Source: an optimization exercise on an open RTL-to-GDS flow (aim: small area and a short achievable clock period). Production flows keep margins and buffers that such runs may drop.
Function was checked by simulation only, so behaviour that the tests miss may differ from the original.
Power and IR drop assume default switching activity.

==> flow/design.v <==
`default_nettype none
module pong_sprite_renderer #(
    parameter int          N_SPRITES = 8,
    parameter int          IDX_W     = 3,
    parameter int          COORD_W   = 16,
    parameter logic [11:0] BG_COLOR  = 12'h111,
    parameter int          LATENCY   = 2
) (
    input  logic               clk,
    input  logic               rst,
    input  logic [COORD_W-1:0] h_cnt,
    input  logic [COORD_W-1:0] v_cnt,
    input  logic               pix_valid,
    input  logic [1:0]         sync_in,
    input  logic               frame_start,
    input  logic               wr_en,
    input  logic [IDX_W-1:0]   wr_idx,
    input  logic [COORD_W-1:0] wr_px,
    input  logic [COORD_W-1:0] wr_py,
    input  logic [COORD_W-1:0] wr_hw,
    input  logic [COORD_W-1:0] wr_hh,
    input  logic [11:0]        wr_color,
    input  logic               wr_enable,
    input  logic               cfg_commit,
    output logic               commit_pending,
    output logic [11:0]        rgb_out,
    output logic               rgb_valid,
    output logic [1:0]         sync_out
);
    localparam logic [IDX_W:0] c_N_SPR = (IDX_W+1)'(N_SPRITES);
    logic [COORD_W-1:0] r_sh_px    [N_SPRITES];
    logic [COORD_W-1:0] r_sh_py    [N_SPRITES];
    logic [COORD_W-1:0] r_sh_hw    [N_SPRITES];
    logic [COORD_W-1:0] r_sh_hh    [N_SPRITES];
    logic [11:0]        r_sh_color [N_SPRITES];
    logic               r_sh_en    [N_SPRITES];
    logic [COORD_W-1:0] r_act_px    [N_SPRITES];
    logic [COORD_W-1:0] r_act_py    [N_SPRITES];
    logic [COORD_W-1:0] r_act_hw    [N_SPRITES];
    logic [COORD_W-1:0] r_act_hh    [N_SPRITES];
    logic [11:0]        r_act_color [N_SPRITES];
    logic               r_act_en    [N_SPRITES];
    logic                 r_commit_pending;
    logic                 w_commit_now;
    logic                 w_wr_ok;
    logic [N_SPRITES-1:0] w_hit;
    logic [N_SPRITES-1:0] r_hit;
    logic                 r_vld_pipe  [LATENCY];
    logic [1:0]           r_sync_pipe [LATENCY];
    logic [11:0]          w_color;
    logic [11:0]          r_rgb;
    assign w_commit_now = frame_start && (r_commit_pending || cfg_commit);
    assign w_wr_ok      = wr_en && ({1'b0, wr_idx} < c_N_SPR);
    always_ff @(posedge clk or negedge rst) begin
        if (!rst) begin
            for (int i = 0; i < N_SPRITES; i++) begin
                r_sh_px[i]     <= '0;
                r_sh_py[i]     <= '0;
                r_sh_hw[i]     <= '0;
                r_sh_hh[i]     <= '0;
                r_sh_color[i]  <= '0;
                r_sh_en[i]     <= 1'b0;
                r_act_px[i]    <= '0;
                r_act_py[i]    <= '0;
                r_act_hw[i]    <= '0;
                r_act_hh[i]    <= '0;
                r_act_color[i] <= '0;
                r_act_en[i]    <= 1'b0;
            end
            r_commit_pending <= 1'b0;
        end else begin
            if (w_wr_ok) begin
                r_sh_px[wr_idx]    <= wr_px;
                r_sh_py[wr_idx]    <= wr_py;
                r_sh_hw[wr_idx]    <= wr_hw;
                r_sh_hh[wr_idx]    <= wr_hh;
                r_sh_color[wr_idx] <= wr_color;
                r_sh_en[wr_idx]    <= wr_enable;
            end
            if (w_commit_now) begin
                for (int i = 0; i < N_SPRITES; i++) begin
                    r_act_px[i]    <= r_sh_px[i];
                    r_act_py[i]    <= r_sh_py[i];
                    r_act_hw[i]    <= r_sh_hw[i];
                    r_act_hh[i]    <= r_sh_hh[i];
                    r_act_color[i] <= r_sh_color[i];
                    r_act_en[i]    <= r_sh_en[i];
                end
                r_commit_pending <= 1'b0;
            end else if (cfg_commit) begin
                r_commit_pending <= 1'b1;
            end
        end
    end
    generate
        for (genvar gi = 0; gi < N_SPRITES; gi++) begin : g_sprite
            logic [COORD_W:0] w_px;
            logic [COORD_W:0] w_py;
            logic [COORD_W:0] w_hw;
            logic [COORD_W:0] w_hh;
            logic             w_en;
            logic [COORD_W:0] w_h;
            logic [COORD_W:0] w_v;
            assign w_px = {1'b0, w_commit_now ? r_sh_px[gi] : r_act_px[gi]};
            assign w_py = {1'b0, w_commit_now ? r_sh_py[gi] : r_act_py[gi]};
            assign w_hw = {1'b0, w_commit_now ? r_sh_hw[gi] : r_act_hw[gi]};
            assign w_hh = {1'b0, w_commit_now ? r_sh_hh[gi] : r_act_hh[gi]};
            assign w_en = w_commit_now ? r_sh_en[gi] : r_act_en[gi];
            assign w_h  = {1'b0, h_cnt};
            assign w_v  = {1'b0, v_cnt};
            assign w_hit[gi] = w_en
                            && ((w_h + w_hw) > w_px) && (w_h < (w_px + w_hw))
                            && ((w_v + w_hh) > w_py) && (w_v < (w_py + w_hh));
        end
    endgenerate
    always_ff @(posedge clk or negedge rst) begin
        if (!rst) begin
            r_hit <= '0;
            for (int i = 0; i < LATENCY; i++) begin
                r_vld_pipe[i]  <= 1'b0;
                r_sync_pipe[i] <= 2'b00;
            end
        end else begin
            r_hit          <= w_hit;
            r_vld_pipe[0]  <= pix_valid;
            r_sync_pipe[0] <= sync_in;
            for (int i = 1; i < LATENCY; i++) begin
                r_vld_pipe[i]  <= r_vld_pipe[i-1];
                r_sync_pipe[i] <= r_sync_pipe[i-1];
            end
        end
    end
    always_comb begin
        w_color = BG_COLOR;
        for (int i = N_SPRITES - 1; i >= 0; i--) begin
            if (r_hit[i]) begin
                w_color = r_act_color[i];
            end
        end
    end
    always_ff @(posedge clk or negedge rst) begin
        if (!rst) begin
            r_rgb <= 12'h000;
        end else begin
            r_rgb <= r_vld_pipe[0] ? w_color : 12'h000;
        end
    end
    assign commit_pending = r_commit_pending;
    assign rgb_out        = r_rgb;
    assign rgb_valid      = r_vld_pipe[LATENCY-1];
    assign sync_out       = r_sync_pipe[LATENCY-1];
endmodule
`default_nettype wire
==> flow/run.sh <==
#!/bin/bash
# synth_recipe.tcl (not shown) runs the flow's synth.tcl, then flattens the netlist and writes it again
# the make line also repeats each setting of config.mk as NAME=value (left out here)
make -C /OpenROAD-flow-scripts/flow DESIGN_CONFIG=/design/flow/config.mk WORK_HOME=/design/flow/orfs CLKGATE_MAP_FILE= SYNTH_SCRIPT=/design/flow/synth_recipe.tcl finish
==> flow/config.mk <==
export PLATFORM = sky130hd
export DESIGN_NAME = pong_sprite_renderer
export DESIGN_NICKNAME = pong_sprite_renderer
export VERILOG_FILES = /design/flow/design.v
export SDC_FILE = /design/flow/constraint.sdc
export NUM_CORES = 4
export LEC_CHECK = 0
export CAP_MARGIN = 20
export CORE_MARGIN = 2
export CORE_UTILIZATION = 40
export SLEW_MARGIN = 20
==> flow/constraint.sdc <==
create_clock -name core_clock -period 6.5 [get_ports {clk}]
set_input_delay 1.3000 -clock core_clock [delete_from_list [all_inputs] [get_ports {clk}]]
set_output_delay 1.3000 -clock core_clock [all_outputs]
set_load 0.01 [all_outputs]
==> summary.md <==
- 0 — MaxCap Viol Count
- 0 — Hold Violations, Final
- sky130_fd_sc_hd__dfrtp_1 — Synth area leader
- 0.238 — total track usage
- 0.265 ns — setup ws final
- 449 um — Die Wd
- multiplexers — largest family of logic cells by synthesized area
- 0.0900 mm^2 — Post-DP Area
- 0 — post-detailed-route DRC marker count
- 1.27 ns — slew at the pin with the worst max-slew slack
- sky130_fd_sc_hd__clkbuf_16 — clock root buffer
- 18000 — number of filler cells placed in the layout
- 7102 — Post-Synthesis Cells
- 149 — Inserted Clock Buffers
- 0 — Post-CTS Hold Fix Bufs
- r_commit_pending$_DFFE_PN0P_ — R2R Path Start
- 0 — final setup violating endpoints
- 20.1% — synthesis-to-finish area growth
- 0.0306 ns — setup skew after layout
- 24 — reg2reg path depth
- built — clock tree from TritonCTS
- 43 — number of antenna violations at the first check in global routing
- 9244 — net count reported at finish
- 6.92 ns — data arrival at the endpoint of the critical path
- 1259 — # clock sinks
- 370000 um — first-pass GRT wire length
- complete, no violations — status
- 0.402 — effective utilization at floorplan
- 0.000357 V — Peak VDD IR
- 0.06 ns — clock transition at the registers of the reported paths
- sky130_fd_sc_hd__dfrtp_1 (40%), sky130_fd_sc_hd__ha_1 (16%), sky130_fd_sc_hd__mux2_2 (15%), sky130_fd_sc_hd__a21oi_1 (2.9%), sky130_fd_sc_hd__xnor2_1 (2.6%) — dominant cells by area after synthesis
- 0.267 — share of layout cells above drive strength 1
- 135 — I/O Buffers
- 0.0792 mm^2 — post-synthesis instance area
- 8270 — post-synthesis net count
- 163 — floorplan row count
- 15 — Ys Warns
- 3 — maximum count of clock buffers along a single path
- 0.0440 W — power after layout
- 76 — count of unique library cells instantiated by Yosys
- 0 — Final Max Tran Viols
- 61100 — via count of the first global-routing pass
- input pin — startpoint types
- 0.243 — portion of total power attributed to sequential cells
- 0.959 — fin crit share
- 0.908 — GPL Wtd Cong
- 0.202 mm^2 — floorplan die area
- 0.0269 W — Int Power
- 6.24 ns — shortest period the worst path allows
- register to register — path category of the worst min-delay check
- 0.0455 — xor/xnor cell area share of the yosys netlist
- 0.198 — relative contribution of the clock network to total power
- 0 — number of nets still failing antenna checks after routing
- 0.169 — adder-cell share of the synthesized area
- 0 — number of enable flip-flop cells after synthesis
- 0.559 — Combinational Power Share
- 187 — largest net degree at the start of global routing
- 0 — number of post-CTS setup repair buffers
- 0 — Min-Delay Path Depth
- 0.197 mm^2 — Core Footprint
- false — RSZ-0062 raised after global routing
- 0.0171 W — reported net switching power
- 462 mW/mm^2 — pwr dens
- 0.0456 mm^2 — multi-input logic area
- 10800 — post-route non-filler standard cell count
- 0.81 ns — Worst-Skew Late Latency
- 0.389 — switching portion of total power
- register — CP Capture Type
- 177000 um — Detailed Place HPWL
- 8 — Pre-antenna DRT Iters
- sky130_fd_sc_hd__dfrtp_1 (1259), sky130_fd_sc_hd__mux2_2 (1049), sky130_fd_sc_hd__ha_1 (1016) — leading cell types in the layout, fill and taps excluded
- 0.398 — Seq/Total Area, Yosys
- 22.2 um — Avg WL per Cell
- 0.0709 — post-synthesis share of cell area spent on and, or, nand and nor gates
- 0.398 — fraction of synthesized cell area taken by the top area cell type
- 0.151 — relative slew slack
- 0.118 — Compound-Gate Fraction of Synth Area
- 0.172 — multiplexer fraction of the synthesized cell area
- sky130_fd_sc_hd__dfrtp_1 — ys flop type
- 449 um — height of the die
- 1.00 — share of async-settable or async-resettable flops after synthesis
- r_sync_pipe[0][0]$_DFF_PN0_ — beginning of the worst hold path
- 5.49 — via density per instance
- 0.77 ns — r2r setup slk
- r_hit[7]$_DFF_PN0_ — Crit Reg-Reg Endpoint
- -0.678 ns — setup slack after placement
- 45.6 nW — LEAKAGE
- 0.0315 mm^2 — Sequential Area
- 11.2 um^2 — average instance area after synthesis
- 0.0952 mm^2 — Final Instance Area
- 241000 um — overall routed net length
- 4120 — violation count after the first detailed-routing iteration
- 7.19 ns — Worst Path Required
- r_sync_pipe[1][0]$_DFF_PN0_ — hold worst-path end
- 10600 — Cells after DPL
- 0 — total grt overflow
- sky130_fd_sc_hd__dfrtp_1 — most common cell after layout, fill and taps aside
- input pin to register — critical setup path kind
- 0.160 GHz — highest clock frequency the design can meet
- 1259 — post-synthesis sequential element count
- 4 — number of H-tree levels
- 136 — # IOs
- 59600 — total via count in the routed design
- 14 — maximum net fanout on the critical path
## state kept, by name, indices dropped and copies added (netlist names)
name	count
r_rgb	12
r_act_px	128
r_act_hw	128
r_sync_pipe	4
r_sh_px	128
r_sh_en	8
r_act_hh	128
r_act_py	128
r_commit_pending	1
r_act_color	96
r_sh_py	128
r_vld_pipe	2
r_sh_hw	128
r_sh_hh	128
r_sh_color	96
r_act_en	8
r_hit	8
## layout make-up
cell class,instances,area share
diodes,12,0.000315
well taps,2640,0.0347
clock buffers,202,0.0443
clock inverters,62,0.00928
flip-flops and latches,1259,0.331
inverters,420,0.0166
repair buffers,972,0.0847
multi-input cells,5274,0.479
## cell families after synthesis
group / count (synthesis)
multiplexers: 1233
XOR/XNOR: 412
flip-flops: 1259
buffers and inverters: 569
AND/OR/NAND/NOR: 1129
adder cells (fa/ha/maj): 1048
AO/OA/AOI/OAI: 1452
## per-stage QoR
stage          hold WS [ns]  TNS (ns)   util
2_1_floorplan         0.331   -0.0136      -
3_3_place_gp          0.337     -4.02  0.457
3_5_place_dp          0.340     -3.82  0.457
4_1_cts               0.355         0  0.483
5_1_grt               0.355         0  0.483
6_report              0.351         0  0.483
## per-layer routing
layer | part of all wire | vias up | global-route usage
met5 | 0.000096 | - | 0
li1 | - | 28000 | -
met2 | 0.46 | 1279 | 0.389
met3 | 0.047 | 355 | 0.0295
met1 | 0.46 | 29900 | 0.329
met4 | 0.029 | 4 | 0.0704
## worst max-delay path, stage by stage
cell and delay [ns]:
sky130_fd_sc_hd__clkdlybuf4s50_1 0.45, sky130_fd_sc_hd__o21ai_4 0.18, sky130_fd_sc_hd__buf_12 0.20, sky130_fd_sc_hd__buf_4 0.16, sky130_fd_sc_hd__buf_4 0.27, sky130_fd_sc_hd__mux2_2 0.39, sky130_fd_sc_hd__ha_1 0.28, sky130_fd_sc_hd__o21ai_0 0.08
sky130_fd_sc_hd__nor2_1 0.11, sky130_fd_sc_hd__o41ai_1 0.38, sky130_fd_sc_hd__buf_4 0.19, sky130_fd_sc_hd__o21ai_0 0.15, sky130_fd_sc_hd__o41ai_1 0.34, sky130_fd_sc_hd__buf_4 0.19, sky130_fd_sc_hd__o21bai_1 0.06, sky130_fd_sc_hd__a21oi_1 0.21
sky130_fd_sc_hd__xnor2_1 0.10, sky130_fd_sc_hd__ha_1 0.30, sky130_fd_sc_hd__nand4_1 0.13, sky130_fd_sc_hd__nor4_1 0.39, sky130_fd_sc_hd__a21oi_1 0.12, sky130_fd_sc_hd__a221o_1 0.35, sky130_fd_sc_hd__o221ai_1 0.27, sky130_fd_sc_hd__buf_12 0.20
sky130_fd_sc_hd__nor3_1 0.09
## power groups by stage
stage	sequential (W)	combinational, W	clock, W
CTS	0.0107	0.0245	0.00894
global route	0.0109	0.0276	0.00929
global placement	0.0107	0.0238	0
detailed placement	0.0108	0.0243	0
finish	0.0107	0.0246	0.00872
floorplan	0.0105	0.0162	0
## synth_stat cells, types with 18 or more instances
master and count:
sky130_fd_sc_hd__dfrtp_1 1259, sky130_fd_sc_hd__clkbuf_1 115, sky130_fd_sc_hd__o31ai_1 19, sky130_fd_sc_hd__a21oi_1 457
sky130_fd_sc_hd__o21ai_0 294, sky130_fd_sc_hd__mux2i_1 184, sky130_fd_sc_hd__nand4_1 65, sky130_fd_sc_hd__nand2b_1 77
sky130_fd_sc_hd__o21bai_1 65, sky130_fd_sc_hd__mux2_2 1049, sky130_fd_sc_hd__nand2_1 205, sky130_fd_sc_hd__buf_1 18
sky130_fd_sc_hd__inv_1 419, sky130_fd_sc_hd__nand3_1 109, sky130_fd_sc_hd__nor2_1 279, sky130_fd_sc_hd__ha_1 1016
sky130_fd_sc_hd__o2111ai_1 24, sky130_fd_sc_hd__nor2b_1 78, sky130_fd_sc_hd__or3_1 32, sky130_fd_sc_hd__a2111oi_0 19
sky130_fd_sc_hd__fa_1 32, sky130_fd_sc_hd__a31oi_1 41, sky130_fd_sc_hd__and3_1 46, sky130_fd_sc_hd__xor2_1 181
sky130_fd_sc_hd__or2_2 19, sky130_fd_sc_hd__nor4_1 18, sky130_fd_sc_hd__a21o_1 161, sky130_fd_sc_hd__o21a_1 67
sky130_fd_sc_hd__a211oi_1 78, sky130_fd_sc_hd__o211ai_1 37, sky130_fd_sc_hd__xnor2_1 231, sky130_fd_sc_hd__nor3_1 144
## how the worst max path moves through the flow
| stage | cells after the start | end | startpoint |
|---|---|---|---|
| 2_1_floorplan | 21 | r_hit[5]$_DFF_PN0_ | cfg_commit |
| 3_3_place_gp | 20 | r_hit[5]$_DFF_PN0_ | cfg_commit |
| 3_5_place_dp | 25 | r_hit[0]$_DFF_PN0_ | cfg_commit |
| 4_1_cts | 25 | r_hit[0]$_DFF_PN0_ | cfg_commit |
| 5_1_grt | 25 | r_hit[0]$_DFF_PN0_ | cfg_commit |
| 6_report | 25 | r_hit[7]$_DFF_PN0_ | cfg_commit |
## what timing repair did
| action | 4_1_cts | 5_1_grt |
|---|---|---|
| gates resized for setup | 0 | 6 |
| endpoints found under the setup margin | 0 | 5 |
| endpoints found under the hold margin | 0 | 0 |

-- what the ideal ports hide --
Ports are ideal in the flow. The routed layout listed here was re-timed in OpenROAD.
Step 1, drivers: a clkbuf_16 drives clk and a buf_2 each remaining input, both assumed.
Step 2 times the ports against the registers' clock, not the clock port: input delays grow and output delays shrink by t, the midpoint of the rising clock arrivals with the driver on.
a / b / c = ideal ports / drivers / drivers and shift; a / b = the first two.
shift t [ns]: 0.880
setup WS [ns]: 0.265 / 0.327 / -0.553
worst hold slack (ns): 0.351 / 0.351 / 0.351
worst setup path at the end: input to register
slew at the worst register clock pin (ns): 0.06 / 0.06
Met with ideal ports but missed after step 2: setup timing in this run. For this run, drivers alone change the setup slack by +0.062 ns; drivers and shift together by -0.818 ns.
